This design comes from an exercise in tuning for small area, a short achievable clock period and few clock cycles per item on the open sky130 flow, not from production work.
Only the layout flow was run in this run; the RTL was not checked for function there.

$ cat design/flow/config.mk
export PLATFORM = sky130hd
export DESIGN_NAME = linear_fade_gain_unit
export DESIGN_NICKNAME = linear_fade_gain_unit
export VERILOG_FILES = /design/flow/design.v
export SDC_FILE = /design/flow/constraint.sdc
export NUM_CORES = 4
export LEC_CHECK = 0
export CAP_MARGIN = 20
export CORE_MARGIN = 2
export CORE_UTILIZATION = 40
export SLEW_MARGIN = 20
$ cat design/flow/constraint.sdc
create_clock -name core_clock -period 8.0 [get_ports {clk_i}]
set_input_delay 1.6000 -clock core_clock [delete_from_list [all_inputs] [get_ports {clk_i}]]
set_output_delay 1.6000 -clock core_clock [all_outputs]
set_load 0.01 [all_outputs]
$ cat design/flow/design.v
`timescale 1ns / 1ps
module lfg_front (
  input  logic        clk_i,
  input  logic        rst_ni,
  input  logic        start_i,
  input  logic [39:0] frame_i,
  input  logic [23:0] sample_i,
  input  logic [39:0] fade_start_i,
  input  logic [39:0] fade_end_i,
  output logic        busy_o,
  output logic        job_valid_o,
  output logic [1:0]  job_cls_o,
  output logic [39:0] job_rem_o,
  output logic [39:0] job_span_o,
  output logic [23:0] job_smp_o,
  input  logic        job_ready_i
);
  localparam logic [1:0] CLS_ZERO = 2'd0;   
  localparam logic [1:0] CLS_ONE  = 2'd1;   
  localparam logic [1:0] CLS_DIV  = 2'd2;   
  logic        job_valid_q;
  logic [1:0]  cls_q, cls_d;
  logic [39:0] rem_q, span_q;
  logic [23:0] smp_q;
  logic        accept;
  assign busy_o = job_valid_q & ~job_ready_i;
  assign accept = start_i & ~busy_o;
  always_comb begin
    if (fade_end_i <= fade_start_i) begin
      cls_d = (frame_i >= fade_start_i) ? CLS_ONE : CLS_ZERO;
    end else if (frame_i <= fade_start_i) begin
      cls_d = CLS_ZERO;
    end else if (frame_i >= fade_end_i) begin
      cls_d = CLS_ONE;
    end else begin
      cls_d = CLS_DIV;
    end
  end
  always_ff @(posedge clk_i or negedge rst_ni) begin
    if (!rst_ni) begin
      job_valid_q <= 1'b0;
    end else if (accept) begin
      job_valid_q <= 1'b1;
    end else if (job_ready_i) begin
      job_valid_q <= 1'b0;
    end
  end
  always_ff @(posedge clk_i) begin
    if (accept) begin
      cls_q  <= cls_d;
      rem_q  <= frame_i - fade_start_i;
      span_q <= fade_end_i - fade_start_i;
      smp_q  <= sample_i;
    end
  end
  assign job_valid_o = job_valid_q;
  assign job_cls_o   = cls_q;
  assign job_rem_o   = rem_q;
  assign job_span_o  = span_q;
  assign job_smp_o   = smp_q;
endmodule
`timescale 1ns / 1ps
module lfg_queue (
  input  logic         clk_i,
  input  logic         rst_ni,
  input  logic         push_valid_i,
  input  logic [105:0] push_job_i,
  output logic         push_ready_o,
  output logic         pop_valid_o,
  output logic [105:0] pop_job_o
);
  localparam int DEPTH = 2;
  logic [105:0] mem0_q, mem1_q;
  logic         wr_ptr_q, rd_ptr_q;
  logic [1:0]   count_q, count_d;
  logic         push, pop;
  assign push_ready_o = (count_q != 2'(DEPTH));
  assign pop_valid_o  = (count_q != 2'd0);
  assign push         = push_valid_i & push_ready_o;
  assign pop          = pop_valid_o;
  assign pop_job_o    = rd_ptr_q ? mem1_q : mem0_q;
  always_comb begin
    count_d = count_q;
    if (push && !pop) begin
      count_d = count_q + 2'd1;
    end else if (pop && !push) begin
      count_d = count_q - 2'd1;
    end
  end
  always_ff @(posedge clk_i or negedge rst_ni) begin
    if (!rst_ni) begin
      wr_ptr_q <= 1'b0;
      rd_ptr_q <= 1'b0;
      count_q  <= 2'd0;
    end else begin
      count_q <= count_d;
      if (push) begin
        wr_ptr_q <= ~wr_ptr_q;
      end
      if (pop) begin
        rd_ptr_q <= ~rd_ptr_q;
      end
    end
  end
  always_ff @(posedge clk_i) begin
    if (push && !wr_ptr_q) begin
      mem0_q <= push_job_i;
    end
    if (push && wr_ptr_q) begin
      mem1_q <= push_job_i;
    end
  end
endmodule
`timescale 1ns / 1ps
module lfg_back (
  input  logic        clk_i,
  input  logic        rst_ni,
  input  logic        job_valid_i,
  input  logic [1:0]  job_cls_i,
  input  logic [39:0] job_rem_i,
  input  logic [39:0] job_span_i,
  input  logic [23:0] job_smp_i,
  input  logic [15:0] gain_start_i,
  input  logic [15:0] gain_end_i,
  output logic        done_o,
  output logic [23:0] sample_o,
  output logic        clipped_o
);
  localparam int FRAME_BITS  = 40;
  localparam int SAMPLE_BITS = 24;
  localparam int GAIN_BITS   = 16;
  localparam int Q_BITS      = 16;           
  localparam int T_BITS      = Q_BITS + 1;   
  localparam int PROD_BITS   = GAIN_BITS + T_BITS;
  localparam int SUM_BITS    = PROD_BITS + 1;
  localparam int P_BITS      = SAMPLE_BITS + GAIN_BITS + 1;
  localparam int PR_BITS     = P_BITS + 1;
  localparam int Y_BITS      = PR_BITS - 12;
  localparam logic [1:0] CLS_ZERO = 2'd0;
  localparam logic [1:0] CLS_ONE  = 2'd1;
  localparam logic [1:0] CLS_DIV  = 2'd2;
  localparam logic [T_BITS-1:0]  T_ONE   = {1'b1, {Q_BITS{1'b0}}};
  localparam logic [SUM_BITS-1:0] G_HALF = SUM_BITS'(1) << (Q_BITS - 1);
  localparam logic signed [PR_BITS-1:0] P_HALF = PR_BITS'(2048);
  localparam logic signed [Y_BITS-1:0] Y_MAX =
    {{(Y_BITS - SAMPLE_BITS + 1){1'b0}}, {(SAMPLE_BITS - 1){1'b1}}};
  localparam logic signed [Y_BITS-1:0] Y_MIN =
    {{(Y_BITS - SAMPLE_BITS + 1){1'b1}}, {(SAMPLE_BITS - 1){1'b0}}};
  logic                          div_vld_q  [Q_BITS];
  logic [1:0]                    div_cls_q  [Q_BITS];
  logic [FRAME_BITS-1:0]         div_rem_q  [Q_BITS];
  logic [FRAME_BITS-1:0]         div_span_q [Q_BITS];
  logic [Q_BITS-1:0]             div_quo_q  [Q_BITS];
  logic signed [SAMPLE_BITS-1:0] div_smp_q  [Q_BITS];
  for (genvar k = 0; k < Q_BITS; k++) begin : g_div
    logic                          in_vld;
    logic [1:0]                    in_cls;
    logic [FRAME_BITS-1:0]         in_rem, in_span;
    logic [Q_BITS-1:0]             in_quo;
    logic signed [SAMPLE_BITS-1:0] in_smp;
    logic [FRAME_BITS:0]           shifted, diff;
    logic                          take;
    if (k == 0) begin : g_first
      assign in_vld  = job_valid_i;
      assign in_cls  = job_cls_i;
      assign in_rem  = job_rem_i;
      assign in_span = job_span_i;
      assign in_quo  = '0;
      assign in_smp  = job_smp_i;
    end else begin : g_next
      assign in_vld  = div_vld_q[k-1];
      assign in_cls  = div_cls_q[k-1];
      assign in_rem  = div_rem_q[k-1];
      assign in_span = div_span_q[k-1];
      assign in_quo  = div_quo_q[k-1];
      assign in_smp  = div_smp_q[k-1];
    end
    assign shifted = {in_rem, 1'b0};
    assign diff    = shifted - {1'b0, in_span};
    assign take    = (shifted >= {1'b0, in_span});
    always_ff @(posedge clk_i or negedge rst_ni) begin
      if (!rst_ni) begin
        div_vld_q[k] <= 1'b0;
      end else begin
        div_vld_q[k] <= in_vld;
      end
    end
    always_ff @(posedge clk_i) begin
      div_cls_q[k]  <= in_cls;
      div_span_q[k] <= in_span;
      div_rem_q[k]  <= take ? diff[FRAME_BITS-1:0] : shifted[FRAME_BITS-1:0];
      div_quo_q[k]  <= {in_quo[Q_BITS-2:0], take};
      div_smp_q[k]  <= in_smp;
    end
  end
  logic [T_BITS-1:0] t_pos;
  always_comb begin
    case (div_cls_q[Q_BITS-1])
      CLS_ZERO: t_pos = '0;
      CLS_ONE:  t_pos = T_ONE;
      CLS_DIV:  t_pos = {1'b0, div_quo_q[Q_BITS-1]};
      default:  t_pos = '0;
    endcase
  end
  logic                          mix_vld_q, gain_vld_q, prod_vld_q, done_q;
  logic [PROD_BITS-1:0]          prod_s_q, prod_e_q;
  logic signed [SAMPLE_BITS-1:0] mix_smp_q, gain_smp_q;
  logic [SUM_BITS-1:0]           gain_sum;
  logic [GAIN_BITS-1:0]          gain_q;
  logic signed [P_BITS-1:0]      prod_q, prod_d;
  logic signed [PR_BITS-1:0]     prod_rnd;
  logic signed [Y_BITS-1:0]      y_val;
  logic [SAMPLE_BITS-1:0]        sample_q, sample_d;
  logic                          clipped_q, clipped_d;
  assign gain_sum = SUM_BITS'(prod_s_q) + SUM_BITS'(prod_e_q) + G_HALF;
  assign prod_d   = gain_smp_q * $signed({1'b0, gain_q});
  assign prod_rnd = $signed({prod_q[P_BITS-1], prod_q}) + P_HALF;
  assign y_val    = Y_BITS'(prod_rnd >>> 12);
  always_comb begin
    if (y_val > Y_MAX) begin
      sample_d  = Y_MAX[SAMPLE_BITS-1:0];
      clipped_d = 1'b1;
    end else if (y_val < Y_MIN) begin
      sample_d  = Y_MIN[SAMPLE_BITS-1:0];
      clipped_d = 1'b1;
    end else begin
      sample_d  = y_val[SAMPLE_BITS-1:0];
      clipped_d = 1'b0;
    end
  end
  always_ff @(posedge clk_i or negedge rst_ni) begin
    if (!rst_ni) begin
      mix_vld_q  <= 1'b0;
      gain_vld_q <= 1'b0;
      prod_vld_q <= 1'b0;
      done_q     <= 1'b0;
    end else begin
      mix_vld_q  <= div_vld_q[Q_BITS-1];
      gain_vld_q <= mix_vld_q;
      prod_vld_q <= gain_vld_q;
      done_q     <= prod_vld_q;
    end
  end
  always_ff @(posedge clk_i) begin
    prod_s_q   <= PROD_BITS'(gain_start_i) * PROD_BITS'(T_ONE - t_pos);
    prod_e_q   <= PROD_BITS'(gain_end_i) * PROD_BITS'(t_pos);
    mix_smp_q  <= div_smp_q[Q_BITS-1];
    gain_q     <= gain_sum[Q_BITS+GAIN_BITS-1:Q_BITS];
    gain_smp_q <= mix_smp_q;
    prod_q     <= prod_d;
    sample_q   <= sample_d;
    clipped_q  <= clipped_d;
  end
  assign done_o    = done_q;
  assign sample_o  = sample_q;
  assign clipped_o = clipped_q;
endmodule
`timescale 1ns / 1ps
module linear_fade_gain_unit (
  input  logic        clk_i,
  input  logic        rst_ni,
  input  logic        start_i,
  input  logic [63:0] item_i,
  output logic        busy_o,
  output logic        done_o,
  output logic [24:0] result_o,
  input  logic        cfg_valid_i,
  output logic        cfg_ready_o,
  input  logic [7:0]  cfg_index_i,
  input  logic [39:0] cfg_data_i
);
  localparam logic [7:0] REG_GAIN_START = 8'd0;
  localparam logic [7:0] REG_GAIN_END   = 8'd1;
  localparam logic [7:0] REG_FADE_START = 8'd2;
  localparam logic [7:0] REG_FADE_END   = 8'd3;
  logic [15:0]  gain_start_q, gain_end_q;
  logic [39:0]  fade_start_q, fade_end_q;
  logic         job_valid, job_ready, q_valid;
  logic [1:0]   job_cls;
  logic [39:0]  job_rem, job_span;
  logic [23:0]  job_smp;
  logic [105:0] q_job;
  logic [23:0]  sample_out;
  logic         clipped;
  assign cfg_ready_o = 1'b1;
  always_ff @(posedge clk_i or negedge rst_ni) begin
    if (!rst_ni) begin
      gain_start_q <= '0;
      gain_end_q   <= '0;
      fade_start_q <= '0;
      fade_end_q   <= '0;
    end else if (cfg_valid_i && cfg_ready_o) begin
      case (cfg_index_i)
        REG_GAIN_START: gain_start_q <= cfg_data_i[15:0];
        REG_GAIN_END:   gain_end_q   <= cfg_data_i[15:0];
        REG_FADE_START: fade_start_q <= cfg_data_i;
        REG_FADE_END:   fade_end_q   <= cfg_data_i;
        default: ;   
      endcase
    end
  end
  lfg_front u_front (
    .clk_i        (clk_i),
    .rst_ni       (rst_ni),
    .start_i      (start_i),
    .frame_i      (item_i[63:24]),
    .sample_i     (item_i[23:0]),
    .fade_start_i (fade_start_q),
    .fade_end_i   (fade_end_q),
    .busy_o       (busy_o),
    .job_valid_o  (job_valid),
    .job_cls_o    (job_cls),
    .job_rem_o    (job_rem),
    .job_span_o   (job_span),
    .job_smp_o    (job_smp),
    .job_ready_i  (job_ready)
  );
  lfg_queue u_queue (
    .clk_i        (clk_i),
    .rst_ni       (rst_ni),
    .push_valid_i (job_valid),
    .push_job_i   ({job_cls, job_rem, job_span, job_smp}),
    .push_ready_o (job_ready),
    .pop_valid_o  (q_valid),
    .pop_job_o    (q_job)
  );
  lfg_back u_back (
    .clk_i        (clk_i),
    .rst_ni       (rst_ni),
    .job_valid_i  (q_valid),
    .job_cls_i    (q_job[105:104]),
    .job_rem_i    (q_job[103:64]),
    .job_span_i   (q_job[63:24]),
    .job_smp_i    (q_job[23:0]),
    .gain_start_i (gain_start_q),
    .gain_end_i   (gain_end_q),
    .done_o       (done_o),
    .sample_o     (sample_out),
    .clipped_o    (clipped)
  );
  assign result_o = {sample_out, clipped};
endmodule
$ cat design/flow/run.sh
#!/bin/bash
# synth_recipe.tcl (not shown) runs the flow's synth.tcl, then flattens the netlist and writes it again
# the make line also repeats each setting of config.mk as NAME=value (left out here)
make -C /OpenROAD-flow-scripts/flow DESIGN_CONFIG=/design/flow/config.mk WORK_HOME=/design/flow/orfs CLKGATE_MAP_FILE= SYNTH_SCRIPT=/design/flow/synth_recipe.tcl finish
==> results.toml <==
[worst_setup_path]
crit_family = "adder cells"
crit_required_ns = 8.70
crit_path_top_delay_cell = "fa_1"
end_kind = "register"
path_class = "reg2reg"
path_buf_inv = 7
cp_common_cell = "fa_1"
startpoint_type = "register"
cpPeakStageDelay_ns = 0.56
arrival_ns = 8.27
worstPathMaxFanout = 57

[timing]
slew_violations = 0
layout_min_cycle_time_ns = 7.58
fin_tns_setup_ns = 0
rsz0062_at_grt = "false"
tightest_slew_ns = 1.07
setup_viol = 0
skew_ns = 0.0822
finalHoldViolCount = 0
slew_headroom_pct = 26.8
clock.fmax_mhz = 132
fin_crit_sh_pct = 94.7

[global_routing]
antenna_found_initial = 13
grt_remaining_overflow = 0
grt_max_degree = 114
track_usage_pct = 18.6
grt_pass1_wl_um = 501000
grt_pass1_vias = 90900

[flow_run]
drv_cap = 0

[drt]
num_vias = 90500
routed_wl_um = 315000
routedWlPerCell_um = 17.3
drt_iter0_markers = 5533
drc = 0
ant_nets = 0
via_per_inst = 4.98
drt-pass1-iter-count = 6

[finish]
area_growth_pct = 12.0
fin_nets = 15700
final_cells = 18200
drive_gt1_share_pct = 7.13

[placed_design]
routabilityCongestion = 0.902
dp_hpwl_um = 248000
place_inst = 17700
place.port_buffers = 142

[synthesis]
ys_types = 109
avgSynthCellArea_um2 = 9.96
ys_top_cells_by_count = "dfxtp_1 (1,935), inv_1 (1,887), nand2_1 (1,220)"
synth.most_common_cell = "dfxtp_1"
yosys_warnings = 10
synthArstFlopShare_pct = 5.73
ys_seq_elements = 2390
synthMuxAreaShare_pct = 3.24
post-synth-top-area-cell = "dfxtp_1"
synth_top_family_by_area = "adder cells"
synth_ff_type = "dfxtp_1"
synthAdderAreaFrac_pct = 23.4
synth_xor_area_share_pct = 4.61
synth_area_um2 = 133000
synth_seq_area_share_pct = 39.0
syn_inst = 13300
yosys.area_share.simple_pct = 11.1
synth_top_area_share_pct = 29.2
synth-edff-count = 318
synth.area.top_cells = "dfxtp_1 (29%), fa_1 (13%), ha_1 (10%)"
synth_compound_area_share_pct = 12.3

[clock_tree]
cts_tree = "built"
clk-insertion-delay-late_ns = 0.89
cts_buffers = 271
path_clk_slew_ns = 0.06
root_buffer = "clkbuf_16"
clockBufferDepth = 4
cts_sinks = 2390
ctsHoldBuffers = 0
cts_max_level = 5

[die]
initial_utilization_pct = 40.2
rows = 211
io_pins = 144
core_area_um2 = 330000
die-width_um = 580
die-area_um2 = 336000
die_h_um = 580

[hold_path]
hold_class = "reg2reg"

[run_status]
run_status = "complete, no violations"
## final timing paths
kind	start	endpoint	slack, ns	depth (start not counted)
hold / removal	u_back.mix_smp_q[16]	u_back.gain_smp_q[16]	0.31	0
setup / recovery	u_back.div_cls_q[15][1]	u_back.prod_s_q[25]	0.42	30
hold reg to reg	u_back.mix_smp_q[16]	u_back.gain_smp_q[16]	0.31	0
min in group asynchronous	rst_ni	fade_start_q[23]	0.77	1
setup reg to reg	u_back.div_cls_q[15][1]	u_back.prod_s_q[25]	0.42	30
max in group asynchronous	rst_ni	gain_start_q[6]	5.82	2
## stage by stage
stage	worst slack (ns)	area [um^2]	utilization (%)	hold slack, ns
after floorplan	0.129	133000	-	0.310
after global placement	0.256	140000	42.3	0.310
after detailed placement	0.141	140000	42.3	0.312
after CTS	0.0667	148000	44.9	0.304
after global routing	0.0251	149000	45.0	0.310
final	0.423	149000	45.0	0.306
## cells in the final DEF, fill, tap and decap left out, types with 414 or more instances in the layout
cell type,instances
dfxtp_1,1935
inv_1,1887
nand2_1,1220
ha_1,1087
fa_1,869
a21oi_1,700
o21ai_0,646
nor2_1,543
xnor2_1,436
a21o_1,414
## cells by family after synthesis
family	after synthesis
other	2
xor gates and xnor gates	698
buffers and inverters	2233
DFF	2390
AOI/OAI and AO/OA	2568
muxes	388
and+or+nand+nor	3079
adders and majority gates	1961
## sequential cells by signal (all words and copies together), names as in the netlist, 24 cells and up
name	count
u_back.div_rem_q	600
u_back.div_span_q	600
u_back.div_smp_q	384
u_back.div_quo_q	136
u_queue.mem0_q	106
u_queue.mem1_q	106
fade_end_q	40
fade_start_q	40
u_front.rem_q	40
u_front.span_q	40
u_back.div_cls_q	32
u_back.prod_e_q	32
u_back.prod_s_q	32
u_back.prod_q	30
u_back.gain_smp_q	24
u_back.mix_smp_q	24
u_back.sample_q	24
u_front.smp_q	24
## layer usage
layer | vias to the layer above | GRT usage (%) | share of wire, %
met5 | - | 0 | 0.012
met4 | 6 | 6.29 | 3.4
met3 | 529 | 2.14 | 4.3
met2 | 1876 | 31.5 | 47
met1 | 43300 | 24.5 | 46
li1 | 44800 | - | -
## area by class of cell
type | instances | area, um^2
timing repair buffer | 298 | 2660
multi-input combinational | 8734 | 72800
fill | 31300 | 182000
inverter | 1889 | 7090
clock inverter | 106 | 1160
clock buffer | 373 | 7670
tap | 4366 | 5460
antenna | 6 | 15.0
sequential | 2390 | 51700
## what timing repair did
action                                  in CTS  in global routing
resized for setup                            0                 11
buffers inserted                             0                  1
endpoints found under the setup margin       0                  7

-- afterwards: timing with drivers on the ports --
Ports are ideal in the flow. The routed layout listed here was re-timed in OpenROAD.
Step 1, drivers: a clkbuf_16 drives clk_i and a buf_2 each remaining input, both assumed.
Step 2 times the ports against the registers' clock, not the clock port: input delays grow and output delays shrink by t, the midpoint of the rising clock arrivals with the driver on.
a / b / c = ideal ports / drivers / drivers and shift; a / b = the first two.
t, ns: 0.939
setup slack, ns: 0.423 / 0.423 / 0.423
latest minus earliest clock arrival (ns): 0.091 / 0.092
After both steps this run still meets setup and hold. For this run, drivers alone change the setup slack by 0.000 ns; drivers and shift together by 0.000 ns.
